This design comes from an exercise in tuning for small area and a short achievable clock period on the open sky130 flow, not from production work.
RTL that was checked went through simulation tests only; none was proved equivalent to the original.
Function not checked in runs 1 and 6: the RTL went through the layout flow alone.
Power and IR drop assume default switching activity.

$ cat design/flow/flow/run.sh
#!/bin/bash
# The standard layout, with plain buffers on the ports instead of the
# delay-cell buffers that buffer_ports picks by default.
set -euo pipefail
export BUFFER_PORTS_ARGS="-buffer_cell sky130_fd_sc_hd__buf_1"
bash standard.sh finish > standard_flow.log 2>&1
$ cat design/flow/standard.sh
#!/bin/bash
# synth_recipe.tcl (not shown) runs the flow's synth.tcl, then flattens the netlist and writes it again
# the make line also repeats each setting of config.mk as NAME=value (left out here)
make -C /OpenROAD-flow-scripts/flow DESIGN_CONFIG=/design/flow/config.mk WORK_HOME=/design/flow/orfs CLKGATE_MAP_FILE= SYNTH_SCRIPT=/design/flow/synth_recipe.tcl "${@:-finish}"
$ cat design/flow/config.mk
export PLATFORM = sky130hd
export DESIGN_NAME = tdisto_accum
export DESIGN_NICKNAME = tdisto_accum
export VERILOG_FILES = /design/flow/design.v
export SDC_FILE = /design/flow/constraint.sdc
export NUM_CORES = 4
export LEC_CHECK = 0
export CAP_MARGIN = 20
export CORE_MARGIN = 2
export CORE_UTILIZATION = 60
export CTS_BUF_LIST = sky130_fd_sc_hd__clkbuf_8
export SETUP_SLACK_MARGIN = 2.5
export SLEW_MARGIN = 20
$ cat design/flow/constraint.sdc
create_clock -name core_clock -period 7.0 [get_ports {clk}]
set_input_delay 1.4000 -clock core_clock [delete_from_list [all_inputs] [get_ports {clk}]]
set_output_delay 1.4000 -clock core_clock [all_outputs]
set_load 0.01 [all_outputs]
$ cat design/flow/design.v
module tdisto_accum (
  input  logic        clk,
  input  logic        rst_n,
  input  logic        start,
  input  logic [15:0] tlambda,
  input  logic [31:0] sum_a,
  input  logic        done_a,
  input  logic [31:0] sum_b,
  input  logic        done_b,
  output logic        busy,
  output logic [31:0] disto,
  output logic        disto_valid,
  output logic        err
);
  localparam logic [1:0] S_IDLE = 2'd0;
  localparam logic [1:0] S_ACC  = 2'd1;
  localparam logic [1:0] S_MUL  = 2'd2;
  localparam logic [1:0] S_OUT  = 2'd3;
  function automatic logic [2:0] booth(input logic [2:0] b);
    booth[0] = b[1] ^ b[0];
    booth[1] = (b[2] & ~b[1] & ~b[0]) | (~b[2] & b[1] & b[0]);
    booth[2] = b[2] & ~(b[1] & b[0]);
  endfunction
  logic [1:0]  state_q;
  logic        pend_a_q, pend_b_q;
  logic        vld_q;
  logic [4:0]  cnt_q;
  logic        busy_q, disto_valid_q, err_q;
  logic [31:0] disto_q;
  logic [15:5] tl_q;
  logic [2:0]  neg_q, two_q, one_q;
  logic [31:0] sa_q, sb_q;
  logic [30:0] acc_q;
  logic [32:0] r_q;
  logic [3:0]  l_q;
  logic in_acc, in_mul, in_out;
  assign in_acc = (state_q == S_ACC);
  assign in_mul = (state_q == S_MUL);
  assign in_out = (state_q == S_OUT);
  logic consume;
  assign consume = in_acc & pend_a_q & pend_b_q;
  logic        cap_a, cap_b;
  logic [31:0] sa_d, sb_d;
  logic [32:0] diff;
  logic [27:0] dq;
  logic        zq;
  assign cap_a = done_a & (~pend_a_q | pend_b_q);
  assign cap_b = done_b & (~pend_b_q | pend_a_q);
  assign sa_d  = cap_a ? sum_a : sa_q;
  assign sb_d  = cap_b ? sum_b : sb_q;
  assign diff  = {sa_d[31], sa_d} - {sb_d[31], sb_d};
  logic        dneg;
  logic [27:0] mag_x;
  logic        mag_c;
  assign dneg  = dq[27];
  assign mag_x = dq ^ {28{dneg}};
  assign mag_c = dneg & zq;
  logic [31:0] acc_sum2;
  logic [30:0] acc_sum;
  assign acc_sum2 = {acc_q, mag_c} + {3'd0, mag_x, mag_c};
  assign acc_sum  = acc_sum2[31:1];
  logic [2:0] d0_s1, d1_s1, d2_s1, d0_s2, d1_s2, d2_s2, d0_s3, d1_s3, d2_s3;
  assign d0_s1 = booth({tlambda[1:0], 1'b0});
  assign d1_s1 = booth(tlambda[3:1]);
  assign d2_s1 = booth(tlambda[5:3]);
  assign d0_s2 = booth(tl_q[7:5]);
  assign d1_s2 = booth(tl_q[9:7]);
  assign d2_s2 = booth(tl_q[11:9]);
  assign d0_s3 = booth(tl_q[13:11]);
  assign d1_s3 = booth(tl_q[15:13]);
  assign d2_s3 = booth({2'b00, tl_q[15]});
  logic [14:0] k_add;
  assign k_add = {d1_s3[2], 1'b0, d0_s3[2], 1'b0, d2_s2[2], 1'b0, d1_s2[2], 1'b1,
                  d0_s2[2], 1'b0, neg_q[2], 1'b0, neg_q[1], 1'b0, neg_q[0]};
  logic [32:0] addend;
  assign addend = in_acc ? {18'd0, k_add} : r_q;
  logic [31:0] ax, pp0, pp1, pp2;
  assign ax  = {1'b0, acc_q};
  assign pp0 = (({32{one_q[0]}} & ax) | ({32{two_q[0]}} & {ax[30:0], 1'b0})) ^ {32{neg_q[0]}};
  assign pp1 = (({32{one_q[1]}} & ax) | ({32{two_q[1]}} & {ax[30:0], 1'b0})) ^ {32{neg_q[1]}};
  assign pp2 = (({32{one_q[2]}} & ax) | ({32{two_q[2]}} & {ax[30:0], 1'b0})) ^ {32{neg_q[2]}};
  logic fs0, fc0;
  logic fs1, fc1;
  logic fs2, fc2;
  logic fs3, fc3;
  logic fs4, fc4;
  logic fs5, fc5;
  logic fs6, fc6;
  logic fs7, fc7;
  logic fs8, fc8;
  logic fs9, fc9;
  logic fs10, fc10;
  logic fs11, fc11;
  logic fs12, fc12;
  logic fs13, fc13;
  logic fs14, fc14;
  logic fs15, fc15;
  logic fs16, fc16;
  logic fs17, fc17;
  logic fs18, fc18;
  logic fs19, fc19;
  logic fs20, fc20;
  logic fs21, fc21;
  logic fs22, fc22;
  logic fs23, fc23;
  logic fs24, fc24;
  logic fs25, fc25;
  logic fs26, fc26;
  logic fs27, fc27;
  logic fs28, fc28;
  logic fs29, fc29;
  logic fs30, fc30;
  logic fs31, fc31;
  logic fs32, fc32;
  logic fs33, fc33;
  logic fs34, fc34;
  logic fs35, fc35;
  logic fs36, fc36;
  logic fs37, fc37;
  logic fs38, fc38;
  logic fs39, fc39;
  logic fs40, fc40;
  logic fs41, fc41;
  logic fs42, fc42;
  logic fs43, fc43;
  logic fs44, fc44;
  logic fs45, fc45;
  logic fs46, fc46;
  logic fs47, fc47;
  logic fs48, fc48;
  logic fs49, fc49;
  logic fs50, fc50;
  logic fs51, fc51;
  logic fs52, fc52;
  logic fs53, fc53;
  logic fs54, fc54;
  logic fs55, fc55;
  logic fs56, fc56;
  logic fs57, fc57;
  logic fs58, fc58;
  logic fs59, fc59;
  logic fs60, fc60;
  logic fs61, fc61;
  logic fs62, fc62;
  logic fs63, fc63;
  assign fs0 = addend[2] ^ pp0[2] ^ pp1[0];
  assign fc0 = (addend[2] & pp0[2]) | (addend[2] & pp1[0]) | (pp0[2] & pp1[0]);
  assign fs1 = addend[3] ^ pp0[3] ^ pp1[1];
  assign fc1 = (addend[3] & pp0[3]) | (addend[3] & pp1[1]) | (pp0[3] & pp1[1]);
  assign fs2 = addend[4] ^ pp0[4] ^ pp1[2];
  assign fc2 = (addend[4] & pp0[4]) | (addend[4] & pp1[2]) | (pp0[4] & pp1[2]);
  assign fs3 = pp2[0] ^ fc1 ^ fs2;
  assign fc3 = (pp2[0] & fc1) | (pp2[0] & fs2) | (fc1 & fs2);
  assign fs4 = addend[5] ^ pp0[5] ^ pp1[3];
  assign fc4 = (addend[5] & pp0[5]) | (addend[5] & pp1[3]) | (pp0[5] & pp1[3]);
  assign fs5 = pp2[1] ^ fc2 ^ fs4;
  assign fc5 = (pp2[1] & fc2) | (pp2[1] & fs4) | (fc2 & fs4);
  assign fs6 = addend[6] ^ pp0[6] ^ pp1[4];
  assign fc6 = (addend[6] & pp0[6]) | (addend[6] & pp1[4]) | (pp0[6] & pp1[4]);
  assign fs7 = pp2[2] ^ fc4 ^ fs6;
  assign fc7 = (pp2[2] & fc4) | (pp2[2] & fs6) | (fc4 & fs6);
  assign fs8 = addend[7] ^ pp0[7] ^ pp1[5];
  assign fc8 = (addend[7] & pp0[7]) | (addend[7] & pp1[5]) | (pp0[7] & pp1[5]);
  assign fs9 = pp2[3] ^ fc6 ^ fs8;
  assign fc9 = (pp2[3] & fc6) | (pp2[3] & fs8) | (fc6 & fs8);
  assign fs10 = addend[8] ^ pp0[8] ^ pp1[6];
  assign fc10 = (addend[8] & pp0[8]) | (addend[8] & pp1[6]) | (pp0[8] & pp1[6]);
  assign fs11 = pp2[4] ^ fc8 ^ fs10;
  assign fc11 = (pp2[4] & fc8) | (pp2[4] & fs10) | (fc8 & fs10);
  assign fs12 = addend[9] ^ pp0[9] ^ pp1[7];
  assign fc12 = (addend[9] & pp0[9]) | (addend[9] & pp1[7]) | (pp0[9] & pp1[7]);
  assign fs13 = pp2[5] ^ fc10 ^ fs12;
  assign fc13 = (pp2[5] & fc10) | (pp2[5] & fs12) | (fc10 & fs12);
  assign fs14 = addend[10] ^ pp0[10] ^ pp1[8];
  assign fc14 = (addend[10] & pp0[10]) | (addend[10] & pp1[8]) | (pp0[10] & pp1[8]);
  assign fs15 = pp2[6] ^ fc12 ^ fs14;
  assign fc15 = (pp2[6] & fc12) | (pp2[6] & fs14) | (fc12 & fs14);
  assign fs16 = addend[11] ^ pp0[11] ^ pp1[9];
  assign fc16 = (addend[11] & pp0[11]) | (addend[11] & pp1[9]) | (pp0[11] & pp1[9]);
  assign fs17 = pp2[7] ^ fc14 ^ fs16;
  assign fc17 = (pp2[7] & fc14) | (pp2[7] & fs16) | (fc14 & fs16);
  assign fs18 = addend[12] ^ pp0[12] ^ pp1[10];
  assign fc18 = (addend[12] & pp0[12]) | (addend[12] & pp1[10]) | (pp0[12] & pp1[10]);
  assign fs19 = pp2[8] ^ fc16 ^ fs18;
  assign fc19 = (pp2[8] & fc16) | (pp2[8] & fs18) | (fc16 & fs18);
  assign fs20 = addend[13] ^ pp0[13] ^ pp1[11];
  assign fc20 = (addend[13] & pp0[13]) | (addend[13] & pp1[11]) | (pp0[13] & pp1[11]);
  assign fs21 = pp2[9] ^ fc18 ^ fs20;
  assign fc21 = (pp2[9] & fc18) | (pp2[9] & fs20) | (fc18 & fs20);
  assign fs22 = addend[14] ^ pp0[14] ^ pp1[12];
  assign fc22 = (addend[14] & pp0[14]) | (addend[14] & pp1[12]) | (pp0[14] & pp1[12]);
  assign fs23 = pp2[10] ^ fc20 ^ fs22;
  assign fc23 = (pp2[10] & fc20) | (pp2[10] & fs22) | (fc20 & fs22);
  assign fs24 = addend[15] ^ pp0[15] ^ pp1[13];
  assign fc24 = (addend[15] & pp0[15]) | (addend[15] & pp1[13]) | (pp0[15] & pp1[13]);
  assign fs25 = pp2[11] ^ fc22 ^ fs24;
  assign fc25 = (pp2[11] & fc22) | (pp2[11] & fs24) | (fc22 & fs24);
  assign fs26 = addend[16] ^ pp0[16] ^ pp1[14];
  assign fc26 = (addend[16] & pp0[16]) | (addend[16] & pp1[14]) | (pp0[16] & pp1[14]);
  assign fs27 = pp2[12] ^ fc24 ^ fs26;
  assign fc27 = (pp2[12] & fc24) | (pp2[12] & fs26) | (fc24 & fs26);
  assign fs28 = addend[17] ^ pp0[17] ^ pp1[15];
  assign fc28 = (addend[17] & pp0[17]) | (addend[17] & pp1[15]) | (pp0[17] & pp1[15]);
  assign fs29 = pp2[13] ^ fc26 ^ fs28;
  assign fc29 = (pp2[13] & fc26) | (pp2[13] & fs28) | (fc26 & fs28);
  assign fs30 = addend[18] ^ pp0[18] ^ pp1[16];
  assign fc30 = (addend[18] & pp0[18]) | (addend[18] & pp1[16]) | (pp0[18] & pp1[16]);
  assign fs31 = pp2[14] ^ fc28 ^ fs30;
  assign fc31 = (pp2[14] & fc28) | (pp2[14] & fs30) | (fc28 & fs30);
  assign fs32 = addend[19] ^ pp0[19] ^ pp1[17];
  assign fc32 = (addend[19] & pp0[19]) | (addend[19] & pp1[17]) | (pp0[19] & pp1[17]);
  assign fs33 = pp2[15] ^ fc30 ^ fs32;
  assign fc33 = (pp2[15] & fc30) | (pp2[15] & fs32) | (fc30 & fs32);
  assign fs34 = addend[20] ^ pp0[20] ^ pp1[18];
  assign fc34 = (addend[20] & pp0[20]) | (addend[20] & pp1[18]) | (pp0[20] & pp1[18]);
  assign fs35 = pp2[16] ^ fc32 ^ fs34;
  assign fc35 = (pp2[16] & fc32) | (pp2[16] & fs34) | (fc32 & fs34);
  assign fs36 = addend[21] ^ pp0[21] ^ pp1[19];
  assign fc36 = (addend[21] & pp0[21]) | (addend[21] & pp1[19]) | (pp0[21] & pp1[19]);
  assign fs37 = pp2[17] ^ fc34 ^ fs36;
  assign fc37 = (pp2[17] & fc34) | (pp2[17] & fs36) | (fc34 & fs36);
  assign fs38 = addend[22] ^ pp0[22] ^ pp1[20];
  assign fc38 = (addend[22] & pp0[22]) | (addend[22] & pp1[20]) | (pp0[22] & pp1[20]);
  assign fs39 = pp2[18] ^ fc36 ^ fs38;
  assign fc39 = (pp2[18] & fc36) | (pp2[18] & fs38) | (fc36 & fs38);
  assign fs40 = addend[23] ^ pp0[23] ^ pp1[21];
  assign fc40 = (addend[23] & pp0[23]) | (addend[23] & pp1[21]) | (pp0[23] & pp1[21]);
  assign fs41 = pp2[19] ^ fc38 ^ fs40;
  assign fc41 = (pp2[19] & fc38) | (pp2[19] & fs40) | (fc38 & fs40);
  assign fs42 = addend[24] ^ pp0[24] ^ pp1[22];
  assign fc42 = (addend[24] & pp0[24]) | (addend[24] & pp1[22]) | (pp0[24] & pp1[22]);
  assign fs43 = pp2[20] ^ fc40 ^ fs42;
  assign fc43 = (pp2[20] & fc40) | (pp2[20] & fs42) | (fc40 & fs42);
  assign fs44 = addend[25] ^ pp0[25] ^ pp1[23];
  assign fc44 = (addend[25] & pp0[25]) | (addend[25] & pp1[23]) | (pp0[25] & pp1[23]);
  assign fs45 = pp2[21] ^ fc42 ^ fs44;
  assign fc45 = (pp2[21] & fc42) | (pp2[21] & fs44) | (fc42 & fs44);
  assign fs46 = addend[26] ^ pp0[26] ^ pp1[24];
  assign fc46 = (addend[26] & pp0[26]) | (addend[26] & pp1[24]) | (pp0[26] & pp1[24]);
  assign fs47 = pp2[22] ^ fc44 ^ fs46;
  assign fc47 = (pp2[22] & fc44) | (pp2[22] & fs46) | (fc44 & fs46);
  assign fs48 = addend[27] ^ pp0[27] ^ pp1[25];
  assign fc48 = (addend[27] & pp0[27]) | (addend[27] & pp1[25]) | (pp0[27] & pp1[25]);
  assign fs49 = pp2[23] ^ fc46 ^ fs48;
  assign fc49 = (pp2[23] & fc46) | (pp2[23] & fs48) | (fc46 & fs48);
  assign fs50 = addend[28] ^ pp0[28] ^ pp1[26];
  assign fc50 = (addend[28] & pp0[28]) | (addend[28] & pp1[26]) | (pp0[28] & pp1[26]);
  assign fs51 = pp2[24] ^ fc48 ^ fs50;
  assign fc51 = (pp2[24] & fc48) | (pp2[24] & fs50) | (fc48 & fs50);
  assign fs52 = addend[29] ^ pp0[29] ^ pp1[27];
  assign fc52 = (addend[29] & pp0[29]) | (addend[29] & pp1[27]) | (pp0[29] & pp1[27]);
  assign fs53 = pp2[25] ^ fc50 ^ fs52;
  assign fc53 = (pp2[25] & fc50) | (pp2[25] & fs52) | (fc50 & fs52);
  assign fs54 = addend[30] ^ pp0[30] ^ pp1[28];
  assign fc54 = (addend[30] & pp0[30]) | (addend[30] & pp1[28]) | (pp0[30] & pp1[28]);
  assign fs55 = pp2[26] ^ fc52 ^ fs54;
  assign fc55 = (pp2[26] & fc52) | (pp2[26] & fs54) | (fc52 & fs54);
  assign fs56 = addend[31] ^ pp0[31] ^ pp1[29];
  assign fc56 = (addend[31] & pp0[31]) | (addend[31] & pp1[29]) | (pp0[31] & pp1[29]);
  assign fs57 = pp2[27] ^ fc54 ^ fs56;
  assign fc57 = (pp2[27] & fc54) | (pp2[27] & fs56) | (fc54 & fs56);
  assign fs58 = ~neg_q[0] ^ ~addend[32] ^ pp1[30];
  assign fc58 = (~neg_q[0] & ~addend[32]) | (~neg_q[0] & pp1[30]) | (~addend[32] & pp1[30]);
  assign fs59 = pp2[28] ^ fc56 ^ fs58;
  assign fc59 = (pp2[28] & fc56) | (pp2[28] & fs58) | (fc56 & fs58);
  assign fs60 = 1'b1 ^ pp1[31] ^ pp2[29];
  assign fc60 = (1'b1 & pp1[31]) | (1'b1 & pp2[29]) | (pp1[31] & pp2[29]);
  assign fs61 = fc58 ^ fs60 ^ fc59;
  assign fc61 = (fc58 & fs60) | (fc58 & fc59) | (fs60 & fc59);
  assign fs62 = ~neg_q[1] ^ pp2[30] ^ fc60;
  assign fc62 = (~neg_q[1] & pp2[30]) | (~neg_q[1] & fc60) | (pp2[30] & fc60);
  assign fs63 = 1'b1 ^ pp2[31] ^ fc62;
  assign fc63 = (1'b1 & pp2[31]) | (1'b1 & fc62) | (pp2[31] & fc62);
  logic [38:0] row_s, row_c, x;
  assign row_s = {1'b1, 1'b1, ~neg_q[2], fs63, fc61, fs61, fc57, fc55, fc53, fc51, fc49, fc47, fc45, fc43, fc41, fc39, fc37, fc35, fc33, fc31, fc29, fc27, fc25, fc23, fc21, fc19, fc17, fc15, fc13, fc11, fc9, fc7, fc5, fc3, fs3, fc0, fs0, addend[1], addend[0]};
  assign row_c = {1'b0, 1'b0, fc63, 1'b0, fs62, 1'b0, fs59, fs57, fs55, fs53, fs51, fs49, fs47, fs45, fs43, fs41, fs39, fs37, fs35, fs33, fs31, fs29, fs27, fs25, fs23, fs21, fs19, fs17, fs15, fs13, fs11, fs9, fs7, fs5, 1'b0, fs1, 1'b0, pp0[1], pp0[0]};
  assign x = row_s + row_c;
  logic [10:0] hs, hc, hx;
  logic        c28, nz0, nz1, sat;
  assign hs  = row_s[38:28];
  assign hc  = row_c[38:28];
  assign hx  = hs ^ hc;
  assign c28 = x[28] ^ row_s[28] ^ row_c[28];
  assign nz0 = (hx != {hs[9:0] | hc[9:0], 1'b0});
  assign nz1 = ~&hx;
  assign sat = c28 ? nz1 : nz0;
  logic [31:0] disto_res;
  assign disto_res = {x[27:0], l_q} | {32{sat}};
  logic acc_done;
  assign acc_done = in_acc & vld_q & cnt_q[4];
  always_ff @(posedge clk) begin
    if (!rst_n) begin
      state_q       <= S_IDLE;
      pend_a_q      <= 1'b0;
      pend_b_q      <= 1'b0;
      vld_q         <= 1'b0;
      busy_q        <= 1'b0;
      disto_valid_q <= 1'b0;
      err_q         <= 1'b0;
      disto_q       <= 32'd0;
    end else begin
      busy_q        <= start | (state_q != S_IDLE);
      disto_valid_q <= ~start & in_out;
      vld_q         <= ~start & consume;
      if (start) begin
        state_q  <= S_ACC;
        pend_a_q <= 1'b0;
        pend_b_q <= 1'b0;
        err_q    <= 1'b0;
      end else begin
        case (state_q)
          S_ACC: begin
            if (acc_done) state_q <= S_MUL;
            pend_a_q <= done_a | (pend_a_q & ~consume);
            pend_b_q <= done_b | (pend_b_q & ~consume);
            if ((done_a & pend_a_q & ~consume) | (done_b & pend_b_q & ~consume))
              err_q <= 1'b1;
          end
          S_MUL: state_q <= S_OUT;
          S_OUT: begin
            state_q <= S_IDLE;
            disto_q <= disto_res;
          end
          default: ;
        endcase
      end
    end
  end
  always_ff @(posedge clk) begin
    if (start) tl_q <= tlambda[15:5];
    if (start) begin
      {neg_q[0], two_q[0], one_q[0]} <= d0_s1;
      {neg_q[1], two_q[1], one_q[1]} <= d1_s1;
      {neg_q[2], two_q[2], one_q[2]} <= d2_s1;
    end else if (acc_done) begin
      {neg_q[0], two_q[0], one_q[0]} <= d0_s2;
      {neg_q[1], two_q[1], one_q[1]} <= d1_s2;
      {neg_q[2], two_q[2], one_q[2]} <= d2_s2;
    end else if (in_mul) begin
      {neg_q[0], two_q[0], one_q[0]} <= d0_s3;
      {neg_q[1], two_q[1], one_q[1]} <= d1_s3;
      {neg_q[2], two_q[2], one_q[2]} <= d2_s3;
    end
    sa_q <= sa_d;
    sb_q <= sb_d;
    dq   <= diff[32:5];
    zq   <= ~|diff[4:0];
    if (start) begin
      acc_q <= 31'd0;
      cnt_q <= 5'd0;
    end else if (consume & ~cnt_q[4]) begin
      acc_q <= acc_sum;
      cnt_q <= cnt_q + 5'd1;
    end
    r_q <= x[38:6];
    l_q <= x[5:2];
  end
  assign busy        = busy_q;
  assign disto       = disto_q;
  assign disto_valid = disto_valid_q;
  assign err         = err_q;
endmodule
==> flow_metrics.py, run 1 <==
metrics = {
    "synthesis": {
        "yosys.area.top_type": "dfxtp_1",
        "synthArstFlopShare_pct": 0,
        "synth_ff_type": "dfxtp_1",
        "syn_nets": 2006,
        "synth-edff-count": 20,
        "yosysMostFrequentCell": "dfxtp_1",
        "ys_types": 82,
        "synth_seq_area_share_pct": 30.1,
        "yosys-top-cells-area": "dfxtp_1 26%, ha_1 8.6%, fa_1 8.3%",
        "yosys-top-cells-count": "206 x dfxtp_1, 155 x inv_1, 151 x a21oi_1, 151 x nand2_1, 126 x xnor2_1",
        "postSynthAreaPerCell_um2": 8.99,
        "ys_ff_latch": 226,
        "yosysWarnings": 1,
        "synth_cells": 1748,
        "synth.top_cell.area_share_pct": 26.2,
        "syn_area_um2": 15700,
    },
    "pwr": {
        "ir_worst_vdd_mv": 0.394,
        "p_sw_share_pct": 43.5,
        "p_clk_share_pct": 18.4,
        "total_leakage_power_nw": 7.63,
        "seqPwrFrac_pct": 23.4,
        "power.total_w": 0.00738,
        "p_sw_w": 0.00321,
        "powerDensity_nw_per_um2": 413,
        "p_comb_share_pct": 58.2,
        "internal_power_w": 0.00417,
    },
    "routing": {
        "vias_per_cell": 5.63,
        "drtPass1Iterations": 5,
        "drt_iter0_markers": 844,
        "num_vias": 12611,
        "finalWirelength_um": 34900,
        "routedWlPerCell_um": 15.6,
        "ant_nets": 0,
        "drc_errors": 0,
    },
    "final_layout": {
        "nets": 2133,
        "final_util_pct": 69.0,
        "diodes": 0,
        "fillers": 2115,
        "stdcell_area_um2": 17900,
        "syn_to_final_growth_pct": 13.7,
        "drive_gt1_share_pct": 11.8,
    },
    "worst_hold_path": {
        "holdPathStages": 2,
        "hp-class": "flip-flop to flip-flop",
        "hp-start": "l_q[1]",
        "worstHoldEndpoint": "disto_q[1]",
    },
    "global_route": {
        "overflow": 0,
        "grt_antenna_before_repair": 0,
        "grt_max_degree": 69,
        "track_usage_pct": 24.6,
        "grt_pass1_wl_um": 57600,
        "grt_pass1_vias": 11831,
    },
    "clock_network": {
        "cts_hold_buf": 0,
        "cts_buffers": 39,
        "cts_sinks": 226,
        "insertion_delay_ns": 0.55,
        "cts_root_buffer": "clkbuf_8",
        "cts_buffer_depth": 3,
        "cts_tree": "done",
        "clkTransAtPathRegs_ns": 0.06,
        "htreeDepth": 2,
    },
    "placed_design": {
        "port-buffer-count": 119,
        "placed_area_um2": 16400,
        "globalplace.congestion": 0.849,
        "hpwl_um": 25600,
        "pre_cts_ws_ns": 1.86,
    },
    "worst_setup_path": {
        "path_class": "flip-flop to flip-flop",
        "r2r_setup_slack_ns": 2.50,
        "worst_setup_path_end_kind": "flip-flop",
        "reg2reg_from": "state_q[1]",
        "r2r-end": "r_q[29]",
        "startpoint_type": "flip-flop",
        "worstPathRequired_ns": 7.43,
        "crit_arrival_ns": 4.93,
        "crit_start": "state_q[1]",
        "rr_worst_depth": 17,
        "path_max_fanout": 7,
    },
    "die": {
        "start_util_pct": 60.6,
        "rows": 59,
        "ios": 120,
        "die_h_um": 166,
        "core_um2": 25900,
        "die_area_um2": 27500,
        "die_w_um": 166,
    },
    "timing": {
        "finalClockSkew_ns": 0.0257,
        "slew_viol_final": 0,
        "worst_slew_pin_slew_ns": 0.831,
        "setup_ws_ns": 2.50,
        "relSlewSlack_pct": 43.2,
        "period_minus_slack_ns": 4.50,
        "fmax_mhz": 222,
        "period_share_pct": 64.3,
        "rsz0062_at_grt": "true",
        "setup_tns_ns": 0,
        "finalSetupViolations": 0,
        "hold_violations": 0,
    },
    "flow_run": {
        "maxCapViolCount": 0,
    },
    "outcome": {
        "status": "no timing/DRC/antenna violations",
    },
}
per-layer routing:
layer	wire [µm]	up-vias	track usage [%]
met5	0	-	0
met1	16900	5857	35.6
li1	-	6350	-
met4	856	0	6.92
met3	1760	65	3.60
met2	15400	339	38.6
per-stage QoR:
step	std cells	hold slack, ns
2_1_floorplan	1748	0.408
3_3_place_gp	2139	0.409
3_5_place_dp	2139	0.420
4_1_cts	2221	0.428
5_1_grt	2238	0.436
6_report	2238	0.425
how the worst max path moves through the flow:
| stage | to | slack [ns] | cells after the start |
|---|---|---|---|
| floorplan | dq[21] | 2.51 | 13 |
| global placement | dq[21] | 1.94 | 15 |
| detailed placement | disto_q[15] | 1.86 | 13 |
| CTS | disto_q[26] | 2.50 | 17 |
| global route | r_q[29] | 2.32 | 17 |
| finish | r_q[29] | 2.50 | 17 |
logic make-up after synthesis:
kind of cell / count (synthesis) / share of synthesized area [%]
XOR/XNOR: 216 / 12.0
AND/OR/NAND/NOR: 331 / 9.97
multiplexers: 69 / 4.64
flip-flops: 226 / 30.1
AO/OA/AOI/OAI: 498 / 20.7
buffers and inverters: 235 / 5.70
adder cells (fa/ha/maj): 173 / 16.9
power by group through the flow:
stage | logic, W | registers, W | clock network (W)
2_1_floorplan | 0.00318 | 0.00169 | 0
6_report | 0.00429 | 0.00172 | 0.00136
5_1_grt | 0.00478 | 0.00174 | 0.00145
4_1_cts | 0.00403 | 0.00173 | 0.00139
3_3_place_gp | 0.00390 | 0.00176 | 0
3_5_place_dp | 0.00396 | 0.00175 | 0
state kept, by name, summed over array words and instances, names as in the netlist, 4 cells and up:
| register | cells |
|---|---|
| cnt_q | 5 |
| acc_q | 31 |
| tl_q | 11 |
| r_q | 33 |
| sb_q | 32 |
| dq | 28 |
| disto_q | 32 |
| l_q | 4 |
| sa_q | 32 |
placed cells by master, fill, tap and decap left out, types with 35 or more instances in the layout:
cell,n
buf_1,118
mux2i_1,38
ha_1,98
buf_4,35
nor2_1,57
a21o_1,42
o21ai_0,85
a21oi_1,138
clkbuf_8,50
nand2_1,151
dfxtp_1,203
a22oi_1,84
xnor2_1,125
inv_1,163
xor2_1,90
fa_1,64
worst max-delay path: stages (launching register included):
cell and delay [ns]:
dfxtp_1 0.36, nand2b_4 0.20, buf_4 0.17, nor3b_1 0.19, a21oi_1 0.09, fa_1 0.53
inv_1 0.05, fa_1 0.48, ha_2 0.32, a211oi_1 0.33, o211ai_1 0.19, a41oi_2 0.31
o21ai_2 0.15, a41oi_2 0.31, o21ai_2 0.08, a31o_2 0.27, a21o_1 0.20, xnor2_1 0.12
area by class of cell:
cell class / count / area (µm²) / share of cell area, %
tap: 335 / 419 / 2.35
sequential: 226 / 4730 / 26.5
inverter: 156 / 588 / 3.29
clock buffer: 50 / 688 / 3.85
multi-input combinational: 1287 / 10400 / 58.1
timing repair buffer: 165 / 868 / 4.86
clock inverter: 19 / 198 / 1.11
repair_timing:
| item | 4_1_cts | 5_1_grt |
|---|---|---|
| cloned | 0 | 2 |
| pin swaps | 1 | 19 |
| setup endpoints to repair | 45 | 45 |
| resized for setup | 16 | 60 |
| setup buffers | 13 | 15 |
==> run 2, diff against run 1 <==
--- a/design/flow/design.v
+++ b/design/flow/design.v
@@ -31,3 +31,3 @@
   logic [2:0]  neg_q, two_q, one_q;
-  logic [31:0] sa_q, sb_q;
+  logic [31:0] hold_q;
   logic [30:0] acc_q;
@@ -42,3 +42,3 @@
   logic        cap_a, cap_b;
-  logic [31:0] sa_d, sb_d;
+  logic [31:0] a_d, b_d;
   logic [32:0] diff;
@@ -48,5 +48,5 @@
   assign cap_b = done_b & (~pend_b_q | pend_a_q);
-  assign sa_d  = cap_a ? sum_a : sa_q;
-  assign sb_d  = cap_b ? sum_b : sb_q;
-  assign diff  = {sa_d[31], sa_d} - {sb_d[31], sb_d};
+  assign a_d   = cap_a ? sum_a : hold_q;
+  assign b_d   = cap_b ? sum_b : hold_q;
+  assign diff  = {a_d[31], a_d} - {b_d[31], b_d};
   logic        dneg;
@@ -343,4 +343,3 @@
     end
-    sa_q <= sa_d;
-    sb_q <= sb_d;
+    hold_q <= cap_a ? sum_a : b_d;
     dq   <= diff[32:5];
--- a/design/flow/config.mk
+++ b/design/flow/config.mk
@@ -9,4 +9,3 @@
 export CORE_MARGIN = 2
-export CORE_UTILIZATION = 60
-export CTS_BUF_LIST = sky130_fd_sc_hd__clkbuf_8
+export CORE_UTILIZATION = 75
 export SETUP_SLACK_MARGIN = 2.5
==> flow_metrics.py, run 2 <==
metrics = {
    "outcome": {
        "status": "no timing/DRC/antenna violations",
    },
    "worst_setup_path": {
        "crit_path_max_incr_delay_ns": 0.57,
        "worst_setup_path_end_kind": "flip-flop",
        "path_class": "flip-flop to flip-flop",
        "startpoint_type": "flip-flop",
        "path_delay_family": "compound AO/OA/AOI/OAI gates",
        "path_max_fanout": 8,
        "crit_arrival_ns": 5.31,
        "crit_buf_inv": 1,
        "worstPathCellList": "ha_1, nand2b_1, nor2_1, a21oi_1, fa_1, inv_1, fa_2, ha_4, a21oi_1, o21ai_1, a2111oi_4, o31ai_2, a21o_2, or2_4, mux2_4, o31ai_1",
        "crit_path_frequent_cell": "a21oi_1",
        "crit_slowest_cell": "fa_1",
        "worstPathRequired_ns": 7.34,
    },
    "worst_hold_path": {
        "hp-class": "flip-flop to flip-flop",
    },
    "synthesis": {
        "synth-xor-area-share_pct": 11.6,
        "yosysWarnings": 1,
        "ys_ff_latch": 194,
        "synth.top_cell.area_share_pct": 22.3,
        "postSynthAreaPerCell_um2": 8.63,
        "syn_nets": 2070,
        "synth_cells": 1812,
        "synth-edff-count": 20,
        "yosysMostFrequentCell": "dfxtp_1",
        "yosys-top-cells-count": "174 x dfxtp_1, 130 x a21oi_1, 127 x nand2_1",
        "synth-simple-area-share_pct": 12.9,
        "synth_seq_area_share_pct": 26.1,
        "yosys-top-cells-area": "dfxtp_1 22%, ha_1 8.6%, fa_1 8.3%",
        "yosys.area.top_type": "dfxtp_1",
        "synthAdderAreaFrac_pct": 17.0,
        "synthArstFlopShare_pct": 0,
        "synth_compound_area_share_pct": 22.4,
        "ys_types": 76,
        "synthMuxAreaShare_pct": 5.19,
        "syn_area_um2": 15600,
        "synth_top_family_by_area": "compound AO/OA/AOI/OAI gates",
        "synth_ff_type": "dfxtp_1",
    },
    "die": {
        "die_h_um": 148,
        "die_area_um2": 22000,
        "ios": 120,
        "start_util_pct": 76.8,
        "core_um2": 20400,
        "rows": 52,
        "die_w_um": 148,
    },
    "final_layout": {
        "nets": 2186,
        "layout_common_cells": "172 x dfxtp_1, 126 x nand2_1, 124 x a21oi_1",
        "syn_to_final_growth_pct": 15.9,
        "regMostFlops": "r_q",
        "drive_gt1_share_pct": 14.4,
        "multi_input_area_um2": 11600,
        "final_common_cell": "dfxtp_1",
        "seqCellArea_um2": 4090,
        "diodes": 0,
        "top_regs": "r_q (33), disto_q (32), hold_q (32)",
        "fillers": 1034,
        "stdcell_area_um2": 18100,
        "largest_reg_flops": 33,
    },
    "placed_design": {
        "hpwl_um": 26700,
        "port-buffer-count": 119,
        "pre_cts_ws_ns": 1.30,
        "globalplace.congestion": 0.890,
        "placed_area_um2": 16200,
    },
    "clock_network": {
        "cts_hold_buf": 0,
        "cts_buffer_depth": 2,
        "clkTransAtPathRegs_ns": 0.09,
        "insertion_delay_ns": 0.47,
        "cts_root_buffer": "clkbuf_16",
        "cts_sinks": 194,
        "htreeDepth": 4,
        "cts_buffers": 17,
        "cts_tree": "done",
    },
    "pwr": {
        "power.total_w": 0.00789,
        "total_leakage_power_nw": 7.31,
        "ir_worst_vdd_mv": 0.265,
        "powerDensity_nw_per_um2": 435,
    },
    "timing": {
        "fmax_mhz": 202,
        "setup_ws_ns": 2.04,
        "period_minus_slack_ns": 4.96,
        "period_share_pct": 70.9,
        "rsz0062_at_grt": "true",
        "worst_slew_pin_slew_ns": 0.856,
        "hold_violations": 0,
        "finalSetupViolations": 0,
        "finalClockSkew_ns": 0.0287,
        "relSlewSlack_pct": 42.5,
        "setup_tns_ns": 0,
        "slew_viol_final": 0,
    },
    "routing": {
        "num_vias": 15173,
        "drtPass1Iterations": 9,
        "finalWirelength_um": 47500,
        "ant_nets": 0,
        "routedWlPerCell_um": 21.5,
        "vias_per_cell": 6.86,
        "drt_iter0_markers": 1723,
        "drc_errors": 0,
    },
    "global_route": {
        "overflow": 0,
        "grt_max_degree": 77,
        "grt_antenna_before_repair": 2,
        "track_usage_pct": 35.6,
        "grt_pass1_wl_um": 64500,
        "grt_pass1_vias": 13546,
    },
    "flow_run": {
        "maxCapViolCount": 0,
    },
}
==> run 2: area by class of cell <==
class                   count  area share, %
repair buffers            193           6.39
flip-flops and latches    194           22.6
clock buffers              18           2.42
clock inverters            14          0.787
inverters                  94           1.99
multi-input cells        1428           64.0
well taps                 270           1.86
==> run 2: cell families after synthesis <==
logic type,count (synthesis)
mux,76
buf+inv,196
compound gates,541
xor+xnor,207
fa+ha+maj,173
flops,194
simple gates,425
==> run 2: worst reg2reg max path, delay by kind of cell, from the launching register on <==
kind	cells	cell delay, ns
AOI/OAI and AO/OA	7	1.70
adders and majority gates	4	1.43
and+or+nand+nor	3	0.79
DFF	1	0.44
muxes	1	0.40
buffers and inverters	1	0.08
==> run 2: layer usage <==
metal	track usage, %	share of wire [%]	wire (µm)
met2	59.9	46	22000
met3	5.31	11	5200
met4	15.7	6.1	2920
met1	45.8	36	17300
met5	0	0.070	33
==> run 2: repair_timing <==
item                       4_1_cts  5_1_grt
setup endpoints to repair       61       50
hold endpoints to repair         0        0
cloned                           5        1
pin swaps                       15       81
resized for setup               51      111
setup buffers                   28       33
==> run 2: final timing paths <==
| kind | start | to | slack [ns] | depth (start not counted) |
|---|---|---|---|---|
| worst min-delay path | cnt_q[1] | cnt_q[1] | 0.49 | 2 |
| worst min register to register | cnt_q[1] | cnt_q[1] | 0.49 | 2 |
| worst max register to register | tl_q[9] | disto_q[31] | 2.04 | 16 |
| worst max-delay path | tl_q[9] | disto_q[31] | 2.04 | 16 |
==> run 2: report_power, final <==
group	switching, W	total, W	internal [W]
clock network	0.000520	0.00100	0.000484
registers	0.000151	0.00159	0.00144
logic	0.00315	0.00530	0.00215
total	0.00382	0.00789	0.00407
==> run 2: per-stage QoR <==
| stage | hold slack (ns) | cells | util [%] |
|---|---|---|---|
| floorplan | 0.442 | 1812 | - |
| global placement | 0.443 | 2112 | 79.4 |
| detailed placement | 0.462 | 2112 | 79.4 |
| CTS | 0.480 | 2177 | 84.8 |
| global route | 0.522 | 2211 | 89.0 |
| finish | 0.489 | 2211 | 89.0 |
==> run 3, diff against run 2 <==
--- a/design/flow/config.mk
+++ b/design/flow/config.mk
@@ -9,3 +9,3 @@
 export CORE_MARGIN = 2
-export CORE_UTILIZATION = 75
+export CORE_UTILIZATION = 85
 export SETUP_SLACK_MARGIN = 2.5
==> flow_metrics.py, run 3 <==
metrics = {
    "outcome": {
        "status": "stopped before the end",
        "haltStage": "5_1_grt",
        "toolErrorMsg": "[ERROR DPL-0038] Utilization greater than 100%, impossible to legalize",
    },
    "synthesis": {
        "synth-edff-count": 20,
        "yosys-top-cells-area": "dfxtp_1 22%, ha_1 8.6%, fa_1 8.3%",
        "synth.top_cell.area_share_pct": 22.3,
        "postSynthAreaPerCell_um2": 8.63,
        "ys_ff_latch": 194,
        "yosys-top-cells-count": "174 x dfxtp_1, 130 x a21oi_1, 127 x nand2_1",
        "synth_cells": 1812,
        "syn_area_um2": 15600,
        "synth_ff_type": "dfxtp_1",
        "synth_seq_area_share_pct": 26.1,
        "yosys.area.top_type": "dfxtp_1",
        "yosysWarnings": 1,
        "ys_types": 76,
        "syn_nets": 2070,
        "yosysMostFrequentCell": "dfxtp_1",
        "synthArstFlopShare_pct": 0,
    },
    "die": {
        "start_util_pct": 86.8,
        "die_w_um": 140,
        "ios": 120,
        "rows": 49,
        "die_h_um": 140,
    },
    "timing": {
        "worst_endpoint": "disto_q[23]$_SDFFE_PN0P_/D",
        "endpoint_type": "register data pin",
    },
    "placed_design": {
        "port-buffer-count": 119,
        "globalplace.congestion": 0.948,
        "hpwl_um": 28900,
    },
    "global_route": {
        "grt_max_degree": 75,
    },
    "clock_network": {
        "cts_root_buffer": "clkbuf_16",
        "cts_sinks": 194,
        "cts_buffers": 17,
        "cts_buffer_depth": 2,
        "htreeDepth": 4,
        "cts_hold_buf": 0,
    },
}
## run 3: logic make-up after synthesis
family	synth area share, %
XOR/XNOR	11.6
multiplexers	5.19
buffers and inverters	4.80
adder cells (fa/ha/maj)	17.0
AND/OR/NAND/NOR	13.0
AO/OA/AOI/OAI	22.4
flip-flops	26.1
## run 3: worst min path at each step
stage | from | to | slack, ns | cells past startpoint
floorplan | l_q[0] | disto_q[0] | 0.44 | 2
global placement | l_q[1] | disto_q[1] | 0.44 | 2
detailed placement | l_q[1] | disto_q[1] | 0.47 | 2
CTS | l_q[1] | disto_q[1] | 0.49 | 2
## run 3: timing repair
action,in CTS
endpoints found under the setup margin,62
resized for setup,44
buffers inserted,30
cloned,3
pin swaps,15
## run 3: power groups by stage
stage	Combinational, W	Clock (W)	Sequential, W
4_1_cts	0.00436	0.000988	0.00158
3_3_place_gp	0.00376	0	0.00160
2_1_floorplan	0.00305	0	0.00156
3_5_place_dp	0.00397	0	0.00161
## run 3: per-stage QoR
step	instance area, µm²	cells	setup WS (ns)	power [W]	util (%)
global placement	16100	2073	1.57	0.00536	89.4
floorplan	15600	1812	2.51	0.00461	-
detailed placement	16100	2073	1.41	0.00557	89.4
CTS	17200	2138	2.47	0.00693	95.7
==> run 4, diff against run 3 <==
--- a/design/flow/config.mk
+++ b/design/flow/config.mk
@@ -9,3 +9,3 @@
 export CORE_MARGIN = 2
-export CORE_UTILIZATION = 85
+export CORE_UTILIZATION = 60
 export SETUP_SLACK_MARGIN = 2.5
==> flow_metrics.py, run 4 <==
metrics = {
    "synthesis": {
        "yosys-top-cells-area": "dfxtp_1 22%, ha_1 8.6%, fa_1 8.3%",
        "postSynthAreaPerCell_um2": 8.63,
        "ys_types": 76,
        "yosysWarnings": 1,
        "synth.top_cell.area_share_pct": 22.3,
        "yosys.area.top_type": "dfxtp_1",
        "yosysMostFrequentCell": "dfxtp_1",
        "syn_area_um2": 15600,
        "synth_cells": 1812,
        "syn_nets": 2070,
        "yosys-top-cells-count": "174 x dfxtp_1, 130 x a21oi_1, 127 x nand2_1",
        "synth-edff-count": 20,
        "synth_seq_area_share_pct": 26.1,
        "synth_ff_type": "dfxtp_1",
        "synthArstFlopShare_pct": 0,
        "ys_ff_latch": 194,
    },
    "clock_network": {
        "cts_sinks": 194,
        "cts_root_buffer": "clkbuf_16",
        "insertion_delay_ns": 0.45,
        "cts_hold_buf": 0,
        "cts_tree": "done",
        "clkTransAtPathRegs_ns": 0.09,
        "htreeDepth": 4,
        "cts_buffers": 17,
        "cts_buffer_depth": 2,
    },
    "pwr": {
        "p_sw_w": 0.00324,
        "total_leakage_power_nw": 7.13,
        "p_clk_share_pct": 13.8,
        "internal_power_w": 0.00385,
        "seqPwrFrac_pct": 22.2,
        "p_sw_share_pct": 45.7,
        "ir_worst_vdd_mv": 0.280,
        "p_comb_share_pct": 64.1,
        "powerDensity_nw_per_um2": 400,
    },
    "final_layout": {
        "largest_reg_flops": 33,
        "top_regs": "r_q (33), disto_q (32), hold_q (32)",
        "syn_to_final_growth_pct": 13.2,
        "final_cells": 2256,
        "diodes": 0,
        "final_common_cell": "dfxtp_1",
        "layout_common_cells": "173 x dfxtp_1, 127 x nand2_1, 122 x xnor2_1, 122 x a21oi_1, 118 x buf_1",
        "final_util_pct": 68.5,
        "drive_gt1_share_pct": 11.2,
        "nets": 2166,
        "regMostFlops": "r_q",
    },
    "global_route": {
        "grt_antenna_before_repair": 0,
        "grt_max_degree": 77,
        "grt_pass1_wl_um": 60800,
        "track_usage_pct": 27.3,
        "grt_pass1_vias": 12389,
        "overflow": 0,
    },
    "timing": {
        "hold_violations": 0,
        "finalSetupViolations": 0,
        "period_share_pct": 65.0,
        "slew_viol_final": 0,
        "finalClockSkew_ns": 0.0206,
        "rsz0062_at_grt": "true",
        "relSlewSlack_pct": 33.7,
        "period_minus_slack_ns": 4.55,
        "worst_slew_pin_slew_ns": 0.994,
        "setup_tns_ns": 0,
        "fmax_mhz": 220,
    },
    "outcome": {
        "status": "no timing/DRC/antenna violations",
    },
    "worst_setup_path": {
        "path_class": "flip-flop to flip-flop",
        "path_delay_family": "compound AO/OA/AOI/OAI gates",
        "crit_buf_inv": 3,
        "startpoint_type": "flip-flop",
        "worstPathRequired_ns": 7.39,
        "worstPathCellList": "buf_2, a22oi_1, xor2_1, fa_1, fa_1, inv_1, ha_1, nand3_2, o32ai_4, buf_4, a21oi_1, o211ai_1, and4bb_2, o41ai_4, o21ai_0, xor2_1",
        "path_max_fanout": 7,
        "crit_path_max_incr_delay_ns": 0.51,
        "crit_arrival_ns": 4.94,
        "crit_slowest_cell": "fa_1",
        "worst_setup_path_end_kind": "flip-flop",
    },
    "die": {
        "rows": 59,
        "die_h_um": 165,
        "die_area_um2": 27400,
        "ios": 120,
        "die_w_um": 165,
        "core_um2": 25800,
        "start_util_pct": 60.5,
    },
    "routing": {
        "drt_iter0_markers": 783,
        "drc_errors": 0,
        "ant_nets": 0,
        "routedWlPerCell_um": 16.7,
        "finalWirelength_um": 37600,
        "vias_per_cell": 5.89,
        "num_vias": 13278,
        "drtPass1Iterations": 5,
    },
    "placed_design": {
        "post-place-cells": 2179,
        "hpwl_um": 26400,
        "globalplace.congestion": 0.905,
        "port-buffer-count": 119,
    },
    "flow_run": {
        "maxCapViolCount": 0,
    },
    "worst_hold_path": {
        "hp-class": "flip-flop to flip-flop",
    },
}
## run 4: cell counts after synthesis
No cell type changed its count.
## run 4: path summary, 6_finish.rpt
kind,depth (start not counted),end,slack [ns],startpoint
worst max-delay path,16,r_q[28],2.45,two_q[1]
worst min register to register,2,cnt_q[1],0.48,cnt_q[1]
worst min-delay path,2,cnt_q[1],0.48,cnt_q[1]
worst max register to register,16,r_q[28],2.45,two_q[1]
## run 4: cell families (layout without fill, tap and decap cells)
group | count (synthesis) | in the layout | synth area share (%)
muxes | 76 | 79 | 5.19
adders and majority gates | 173 | 173 | 17.0
AOI/OAI and AO/OA | 541 | 541 | 22.4
and+or+nand+nor | 425 | 425 | 13.0
DFF | 194 | 194 | 26.1
buffers and inverters | 196 | 302 | 4.80
xor gates and xnor gates | 207 | 207 | 11.6
## run 4: cell type report
class	count	area (µm²)
Multi-Input combinational cell	1425	11300
Fill cell	2190	8130
Sequential cell	194	4090
Timing Repair Buffer	176	962
Clock buffer	19	433
Tap cell	335	419
Inverter	94	358
Clock inverter	13	143
## run 4: per-layer routing
metal / part of all wire (%) / up-vias / track usage [%]
met2: 46 / 353 / 44.0
met3: 4.1 / 62 / 3.57
met1: 47 / 6226 / 38.3
met4: 2.5 / 0 / 8.35
li1: - / 6637 / -
met5: 0 / - / 0
## run 4: worst reg2reg max path: stages (launching register included)
cell,delay (ns)
edfxtp_1,0.43
buf_2,0.21
a22oi_1,0.22
xor2_1,0.24
fa_1,0.47
fa_1,0.51
inv_1,0.05
ha_1,0.37
nand3_2,0.13
o32ai_4,0.37
buf_4,0.20
a21oi_1,0.07
o211ai_1,0.38
and4bb_2,0.34
o41ai_4,0.10
o21ai_0,0.25
xor2_1,0.15
## run 4: metrics by stage
stage | hold WS [ns] | power (W) | setup slack, ns | area [µm²]
floorplan | 0.442 | 0.00461 | 2.51 | 15600
global placement | 0.445 | 0.00543 | 1.72 | 16300
detailed placement | 0.466 | 0.00548 | 1.66 | 16300
CTS | 0.483 | 0.00672 | 2.49 | 17300
global route | 0.514 | 0.00764 | 2.29 | 17700
finish | 0.482 | 0.00709 | 2.45 | 17700
## run 4: power by group through the flow
stage	registers [W]	logic [W]	clock network (W)
finish	0.00157	0.00454	0.000975
global route	0.00160	0.00501	0.00104
CTS	0.00157	0.00416	0.000997
detailed placement	0.00160	0.00388	0
global placement	0.00161	0.00382	0
floorplan	0.00156	0.00305	0
## run 4: what timing repair did
action                     CTS  global route
pin swaps                    6            28
cloned                       3             2
gates resized for setup     38            66
setup buffers               27            13
setup endpoints to repair   59            49
hold endpoints to repair     0             0
==> run 5, diff against run 4 <==
==> design/flow/run.sh (new file) <==
#!/bin/bash
# synth_recipe.tcl (not shown) runs the flow's synth.tcl, then flattens the netlist and writes it again
# the make line also repeats each setting of config.mk as NAME=value (left out here)
make -C /OpenROAD-flow-scripts/flow DESIGN_CONFIG=/design/flow/config.mk WORK_HOME=/design/flow/orfs CLKGATE_MAP_FILE= SYNTH_SCRIPT=/design/flow/synth_recipe.tcl finish
removed: design/flow/flow/run.sh
removed: design/flow/standard.sh
==> flow_metrics.py, run 5 <==
metrics = {
    "worst_setup_path": {
        "worstPathRequired_ns": 7.38,
        "worst_setup_path_end_kind": "flip-flop",
        "startpoint_type": "flip-flop",
        "crit_path_max_incr_delay_ns": 0.51,
        "crit_arrival_ns": 4.94,
        "crit_path_frequent_cell": "fa_1",
        "worstPathCellList": "buf_12, a22oi_1, xor2_1, fa_1, inv_1, fa_1, ha_4, a21oi_4, o32ai_4, a2111oi_4, o31ai_4, a21o_1, or2_4, mux2_4, buf_4, o21ai_2",
        "crit_slowest_cell": "edfxtp_1",
        "crit_buf_inv": 3,
        "path_delay_family": "compound AO/OA/AOI/OAI gates",
        "path_max_fanout": 8,
        "path_class": "flip-flop to flip-flop",
    },
    "global_route": {
        "overflow": 0,
        "track_usage_pct": 27.1,
        "grt_pass1_vias": 12273,
        "grt_max_degree": 75,
        "grt_pass1_wl_um": 60400,
        "grt_antenna_before_repair": 0,
    },
    "final_layout": {
        "final_util_pct": 73.3,
        "drive_gt1_share_pct": 13.9,
        "nets": 2173,
        "top_regs": "r_q (33), disto_q (32), hold_q (32)",
        "diodes": 0,
        "largest_reg_flops": 33,
        "regMostFlops": "r_q",
        "final_common_cell": "dfxtp_1",
        "stdcell_area_um2": 18900,
        "layout_common_cells": "172 x dfxtp_1, 127 x nand2_1, 124 x xnor2_1",
        "syn_to_final_growth_pct": 21.0,
        "final_cells": 2263,
    },
    "flow_run": {
        "maxCapViolCount": 0,
    },
    "timing": {
        "period_minus_slack_ns": 4.56,
        "hold_violations": 0,
        "rsz0062_at_grt": "true",
        "worst_slew_pin_slew_ns": 0.792,
        "finalSetupViolations": 0,
        "period_share_pct": 65.1,
        "relSlewSlack_pct": 47.2,
        "setup_tns_ns": 0,
        "fmax_mhz": 219,
        "finalClockSkew_ns": 0.0212,
        "slew_viol_final": 0,
    },
    "clock_network": {
        "cts_root_buffer": "clkbuf_16",
        "cts_tree": "done",
        "htreeDepth": 4,
        "cts_sinks": 194,
        "cts_buffers": 17,
        "insertion_delay_ns": 0.46,
        "clkTransAtPathRegs_ns": 0.08,
        "cts_buffer_depth": 2,
    },
    "synthesis": {
        "yosys-top-cells-area": "dfxtp_1 22%, ha_1 8.6%, fa_1 8.3%",
        "synthArstFlopShare_pct": 0,
        "synth_cells": 1812,
        "postSynthAreaPerCell_um2": 8.63,
        "syn_area_um2": 15600,
        "yosysMostFrequentCell": "dfxtp_1",
        "synth_seq_area_share_pct": 26.1,
        "yosys-top-cells-count": "174 x dfxtp_1, 130 x a21oi_1, 127 x nand2_1",
        "ys_ff_latch": 194,
        "syn_nets": 2070,
        "synth.top_cell.area_share_pct": 22.3,
        "ys_types": 76,
        "yosysWarnings": 1,
        "yosys.area.top_type": "dfxtp_1",
        "synth_ff_type": "dfxtp_1",
        "synth-edff-count": 20,
    },
    "placed_design": {
        "globalplace.congestion": 0.933,
        "port-buffer-count": 119,
        "hpwl_um": 26400,
        "post-place-cells": 2182,
        "placed_area_um2": 17000,
    },
    "pwr": {
        "ir_worst_vdd_mv": 0.310,
        "power.total_w": 0.00746,
        "total_leakage_power_nw": 7.59,
        "powerDensity_nw_per_um2": 394,
    },
    "outcome": {
        "status": "no timing/DRC/antenna violations",
    },
    "routing": {
        "drt_iter0_markers": 1066,
        "drtPass1Iterations": 6,
        "num_vias": 13534,
        "drc_errors": 0,
        "finalWirelength_um": 39500,
        "routedWlPerCell_um": 17.5,
        "ant_nets": 0,
        "vias_per_cell": 5.98,
    },
    "die": {
        "die_h_um": 165,
        "die_w_um": 165,
        "ios": 120,
        "start_util_pct": 60.5,
        "rows": 59,
        "core_um2": 25800,
        "die_area_um2": 27400,
    },
    "worst_hold_path": {
        "hp-class": "flip-flop to flip-flop",
    },
}
==> run 5: cell types whose count changed in the layout (fill, tap and decap cells not counted), sizes merged <==
cell,change
clkdlybuf4s50,+118
bufbuf,+2
clkbuf,+4
buf,-117
==> run 5: what timing repair did <==
item | CTS | global route
pin swaps | 7 | 41
buffers inserted | 12 | 27
cloned | 5 | 5
hold buffers | 0 | 0
setup endpoints to repair | 69 | 54
gates resized for setup | 40 | 133
==> run 5: worst paths after layout <==
| check | end | start | slack (ns) | depth (start not counted) |
|---|---|---|---|---|
| hold reg to reg | cnt_q[1] | cnt_q[1] | 0.48 | 2 |
| hold / removal | cnt_q[1] | cnt_q[1] | 0.48 | 2 |
| setup / recovery | disto_q[25] | two_q[1] | 2.44 | 16 |
| setup reg to reg | disto_q[25] | two_q[1] | 2.44 | 16 |
==> run 5: cells by family (layout without fill, tap and decap cells) <==
| group | after synthesis | after routing | share of synthesized area [%] |
|---|---|---|---|
| flip-flops | 194 | 194 | 26.1 |
| XOR/XNOR | 207 | 207 | 11.6 |
| AND/OR/NAND/NOR | 425 | 425 | 13.0 |
| multiplexers | 76 | 79 | 5.19 |
| adder cells (fa/ha/maj) | 173 | 173 | 17.0 |
| buffers and inverters | 196 | 309 | 4.80 |
| AO/OA/AOI/OAI | 541 | 541 | 22.4 |
==> run 5: metrics by stage <==
stage          hold WS (ns)  setup slack, ns
6_report              0.484             2.44
5_1_grt               0.503             2.33
4_1_cts               0.480             2.47
3_5_place_dp          0.460             1.38
3_3_place_gp          0.446             1.48
2_1_floorplan         0.442             2.51
==> run 5: area by class of cell <==
cell class | count | area, µm²
Multi-Input combinational cell | 1425 | 11500
Timing Repair Buffer | 182 | 1910
Clock inverter | 12 | 140
Inverter | 94 | 365
Clock buffer | 20 | 447
Timing Repair inverter | 1 | 8.76
Sequential cell | 194 | 4090
Fill cell | 2048 | 6910
Tap cell | 335 | 419
==> run 5: layer usage <==
layer  GRT usage (%)  vias to the layer above  wire, µm
li1                -                     6657         -
met1            38.6                     6396     18100
met2            43.8                      428     18400
met3            2.82                       53      2120
met4            7.21                        0       840
met5               0                        -         0
==> run 5: worst register-to-register path, cell delays in order, from the launching register on <==
cell	delay (ns)
edfxtp_1	0.51
buf_12	0.20
a22oi_1	0.20
xor2_1	0.20
fa_1	0.43
inv_1	0.08
fa_1	0.46
ha_4	0.28
a21oi_4	0.20
o32ai_4	0.15
a2111oi_4	0.46
o31ai_4	0.14
a21o_1	0.23
or2_4	0.32
mux2_4	0.37
buf_4	0.15
o21ai_2	0.11
==> run 5: power breakdown <==
group	switching, W	internal, W	total [W]
registers	0.000137	0.00143	0.00157
clock network	0.000517	0.000489	0.00101
logic	0.00273	0.00215	0.00488
total	0.00338	0.00407	0.00746
==> run 6, diff against run 5 <==
--- a/design/flow/design.v
+++ b/design/flow/design.v
@@ -31,3 +31,3 @@
   logic [2:0]  neg_q, two_q, one_q;
-  logic [31:0] hold_q;
+  logic [31:0] sa_q, sb_q;
   logic [30:0] acc_q;
@@ -41,22 +41,17 @@
   assign consume = in_acc & pend_a_q & pend_b_q;
-  logic        cap_a, cap_b;
-  logic [31:0] a_d, b_d;
-  logic [32:0] diff;
-  logic [27:0] dq;
-  logic        zq;
-  assign cap_a = done_a & (~pend_a_q | pend_b_q);
-  assign cap_b = done_b & (~pend_b_q | pend_a_q);
-  assign a_d   = cap_a ? sum_a : hold_q;
-  assign b_d   = cap_b ? sum_b : hold_q;
-  assign diff  = {a_d[31], a_d} - {b_d[31], b_d};
-  logic        dneg;
-  logic [27:0] mag_x;
-  logic        mag_c;
-  assign dneg  = dq[27];
-  assign mag_x = dq ^ {28{dneg}};
-  assign mag_c = dneg & zq;
-  logic [31:0] acc_sum2;
-  logic [30:0] acc_sum;
-  assign acc_sum2 = {acc_q, mag_c} + {3'd0, mag_x, mag_c};
-  assign acc_sum  = acc_sum2[31:1];
+  logic [30:0] ah, bh;
+  logic        ge_lo, le_lo, lt;
+  assign ah    = {{4{sa_q[31]}}, sa_q[31:5]};
+  assign bh    = {{4{sb_q[31]}}, sb_q[31:5]};
+  assign ge_lo = (sa_q[4:0] >= sb_q[4:0]);
+  assign le_lo = (sa_q[4:0] <= sb_q[4:0]);
+  assign lt    = ($signed(sa_q) < $signed(sb_q));
+  logic [30:0] p_s, p_c, m_s, m_c, acc_p, acc_m, acc_sum;
+  assign p_s   = acc_q ^ ah ^ ~bh;
+  assign p_c   = (acc_q & ah) | (acc_q & ~bh) | (ah & ~bh);
+  assign m_s   = acc_q ^ bh ^ ~ah;
+  assign m_c   = (acc_q & bh) | (acc_q & ~ah) | (bh & ~ah);
+  assign acc_p = p_s + {p_c[29:0], ge_lo};
+  assign acc_m = m_s + {m_c[29:0], le_lo};
+  assign acc_sum = lt ? acc_m : acc_p;
   logic [2:0] d0_s1, d1_s1, d2_s1, d0_s2, d1_s2, d2_s2, d0_s3, d1_s3, d2_s3;
@@ -343,5 +338,4 @@
     end
-    hold_q <= cap_a ? sum_a : b_d;
-    dq   <= diff[32:5];
-    zq   <= ~|diff[4:0];
+    if (done_a & (~pend_a_q | pend_b_q)) sa_q <= sum_a;
+    if (done_b & (~pend_b_q | pend_a_q)) sb_q <= sum_b;
     if (start) begin
==> flow_metrics.py, run 6 <==
metrics = {
    "outcome": {
        "status": "no timing/DRC/antenna violations",
    },
    "timing": {
        "holdWs_ns": 0.449,
        "setup_tns_ns": 0,
        "worst_slew_pin_slew_ns": 0.918,
        "rsz0062_at_grt": "true",
        "finalSetupViolations": 0,
        "fmax_mhz": 222,
        "period_share_pct": 64.3,
        "hold_violations": 0,
        "finalClockSkew_ns": 0.0125,
        "slew_viol_final": 0,
        "period_minus_slack_ns": 4.50,
        "relSlewSlack_pct": 38.2,
    },
    "routing": {
        "drt_iter0_markers": 1215,
        "num_vias": 14674,
        "drtPass1Iterations": 9,
        "vias_per_cell": 5.90,
        "routedWlPerCell_um": 18.5,
        "ant_nets": 0,
        "finalWirelength_um": 46100,
        "drc_errors": 0,
    },
    "placed_design": {
        "hpwl_um": 33600,
        "globalplace.congestion": 0.916,
        "port-buffer-count": 119,
        "placed_area_um2": 19400,
    },
    "worst_setup_path": {
        "rr_worst_depth": 17,
        "path_class": "flip-flop to flip-flop",
        "r2r_setup_slack_ns": 2.50,
        "crit_arrival_ns": 4.86,
        "reg2reg_from": "one_q[0]",
        "startpoint_type": "flip-flop",
        "path_max_fanout": 9,
        "r2r-end": "r_q[29]",
        "worst_setup_path_end_kind": "flip-flop",
        "worstPathRequired_ns": 7.36,
    },
    "pwr": {
        "total_leakage_power_nw": 9.08,
        "ir_worst_vdd_mv": 0.358,
        "powerDensity_nw_per_um2": 325,
        "power.total_w": 0.00693,
    },
    "final_layout": {
        "drive_gt1_share_pct": 11.2,
        "regMostFlops": "r_q",
        "stdcell_area_um2": 21300,
        "nets": 2463,
        "syn_to_final_growth_pct": 18.8,
        "final_common_cell": "inv_1",
        "layout_common_cells": "257 x inv_1, 146 x ha_1, 143 x nand2_1",
        "largest_reg_flops": 33,
        "diodes": 0,
    },
    "synthesis": {
        "yosys.area.top_type": "edfxtp_1",
        "synth-edff-count": 84,
        "postSynthAreaPerCell_um2": 9.05,
        "synth_ff_type": "dfxtp_1",
        "synthArstFlopShare_pct": 0,
        "syn_area_um2": 17900,
        "yosys-top-cells-count": "260 x inv_1, 168 x ha_1, 144 x nand2_1",
        "ys_types": 71,
        "synth_cells": 1981,
        "yosysWarnings": 1,
        "yosysMostFrequentCell": "inv_1",
        "yosys-top-cells-area": "edfxtp_1 14%, fa_1 14%, dfxtp_1 13%",
        "syn_nets": 2359,
        "ys_ff_latch": 197,
        "synth.top_cell.area_share_pct": 14.1,
        "synth_seq_area_share_pct": 26.7,
    },
    "global_route": {
        "overflow": 0,
        "grt_pass1_vias": 13944,
        "grt_antenna_before_repair": 0,
        "grt_pass1_wl_um": 71700,
        "track_usage_pct": 29.0,
        "grt_max_degree": 69,
    },
    "flow_run": {
        "maxCapViolCount": 0,
    },
    "clock_network": {
        "cts_buffer_depth": 2,
        "clkTransAtPathRegs_ns": 0.07,
        "insertion_delay_ns": 0.47,
        "cts_buffers": 17,
        "cts_tree": "done",
        "cts_root_buffer": "clkbuf_16",
        "htreeDepth": 4,
        "cts_sinks": 197,
    },
    "die": {
        "die_h_um": 177,
        "rows": 63,
        "core_um2": 29600,
        "ios": 120,
        "start_util_pct": 60.6,
        "die_w_um": 177,
        "die_area_um2": 31300,
    },
    "worst_hold_path": {
        "worstHoldEndpoint": "disto_q[0]",
        "holdPathStages": 2,
        "hp-start": "l_q[0]",
        "hp-class": "flip-flop to flip-flop",
    },
}
[run 6: worst max path at each step]
| stage | endpoint | start | slack (ns) | cells past startpoint |
|---|---|---|---|---|
| 2_1_floorplan | r_q[29] | state_q[1] | 2.49 | 17 |
| 3_3_place_gp | disto_q[14] | neg_q[0] | 1.85 | 12 |
| 3_5_place_dp | disto_q[31] | neg_q[0] | 1.75 | 12 |
| 4_1_cts | disto_q[31] | one_q[0] | 2.50 | 16 |
| 5_1_grt | disto_q[24] | one_q[0] | 2.40 | 18 |
| 6_report | r_q[29] | one_q[0] | 2.50 | 17 |
[run 6: metal layers]
metal / wire length (µm) / vias to the layer above / track usage [%]
met2: 21400 / 564 / 46.5
li1: - / 6995 / -
met4: 1340 / 0 / 8.75
met5: 0 / - / 0
met1: 20500 / 7028 / 40.7
met3: 2810 / 87 / 4.49
[run 6: cell type report]
cell class	count	area, µm²
Clock inverter	13	143
Inverter	261	987
Fill cell	2254	8270
Timing Repair Buffer	177	1820
Sequential cell	197	4790
Clock buffer	19	454
Multi-Input combinational cell	1431	12600
Tap cell	390	488
[run 6: power breakdown]
group / switching, W / leakage, nW / internal, W
clock: 0.000472 / 0.296 / 0.000552
sequential: 0.0000798 / 1.75 / 0.00139
combinational: 0.00250 / 7.03 / 0.00193
total: 0.00305 / 9.08 / 0.00387
[run 6: timing repair]
| item | 4_1_cts | 5_1_grt |
|---|---|---|
| hold buffers | 0 | 0 |
| gates cloned | 3 | 6 |
| setup buffers | 18 | 15 |
| setup endpoints to repair | 50 | 41 |
| pin swaps | 17 | 52 |
| resized for setup | 52 | 112 |
[run 6: critical path, cell delays in order (launching register included)]
cell	delay (ns)
edfxtp_1	0.42
buf_6	0.17
buf_4	0.13
clkbuf_16	0.15
a22oi_1	0.26
xnor2_1	0.13
fa_1	0.51
inv_1	0.05
fa_1	0.49
ha_2	0.32
and4_2	0.28
and4_1	0.21
a22o_1	0.23
o21ai_4	0.22
o21ai_2	0.12
a221o_1	0.38
a21o_1	0.20
xnor2_1	0.12
[run 6: kinds of logic after synthesis]
group	share of synthesized area, %
xor+xnor	8.69
mux	0.628
flops	26.7
buf+inv	7.47
compound gates	19.0
simple gates	11.8
fa+ha+maj	25.7
[run 6: per-stage QoR]
| stage | setup WS [ns] | utilization (%) | std cells |
|---|---|---|---|
| after floorplan | 2.49 | - | 1981 |
| after global placement | 1.85 | 65.7 | 2414 |
| after detailed placement | 1.75 | 65.7 | 2414 |
| after CTS | 2.50 | 69.1 | 2467 |
| after global routing | 2.40 | 72.0 | 2488 |
| final | 2.50 | 72.0 | 2488 |

afterwards: timing with drivers on the ports:
The results above use ideal ports. As a check the final layouts listed here were re-extracted and re-timed, cells and wires unchanged.
Step 1 (the two cells are an assumption about what drives the block):
set clk [get_ports {clk}]
set_driving_cell -lib_cell sky130_fd_sc_hd__clkbuf_16 $clk
set_driving_cell -lib_cell sky130_fd_sc_hd__buf_2 [delete_from_list [all_inputs] $clk]
Step 2 also shifts input and output timing later by t, the mid clock arrival at the registers, as if the neighbouring blocks saw the same clock.
a / b / c = ideal / step 1 / step 2; a / b = the first two.
| run | t, ns | setup WS [ns] | worst setup path at the end | slew at the worst register clock pin (ns) | cell pins on the clock port's net |
|---|---|---|---|---|---|
| run 1 | 0.588 | 2.501 / 2.501 / 2.235 | input to register | 0.07 / 0.07 | 1 |
| run 2 | 0.499 | 2.039 / 2.039 / 2.039 | register to register | 0.10 / 0.10 | 1 |
| run 4 | 0.493 | 2.451 / 2.451 / 2.207 | input to register | 0.09 / 0.09 | 1 |
| run 5 | 0.498 | 2.442 / 2.442 / 2.191 | input to register | 0.09 / 0.09 | 1 |
| run 6 | 0.516 | 2.501 / 2.501 / 2.501 | register to register | 0.08 / 0.08 | 1 |
After both steps setup and hold are still met in every run listed. The setup slack of run 1, which loses most, moves by 0.000 ns with the drivers and by -0.266 ns with both steps.
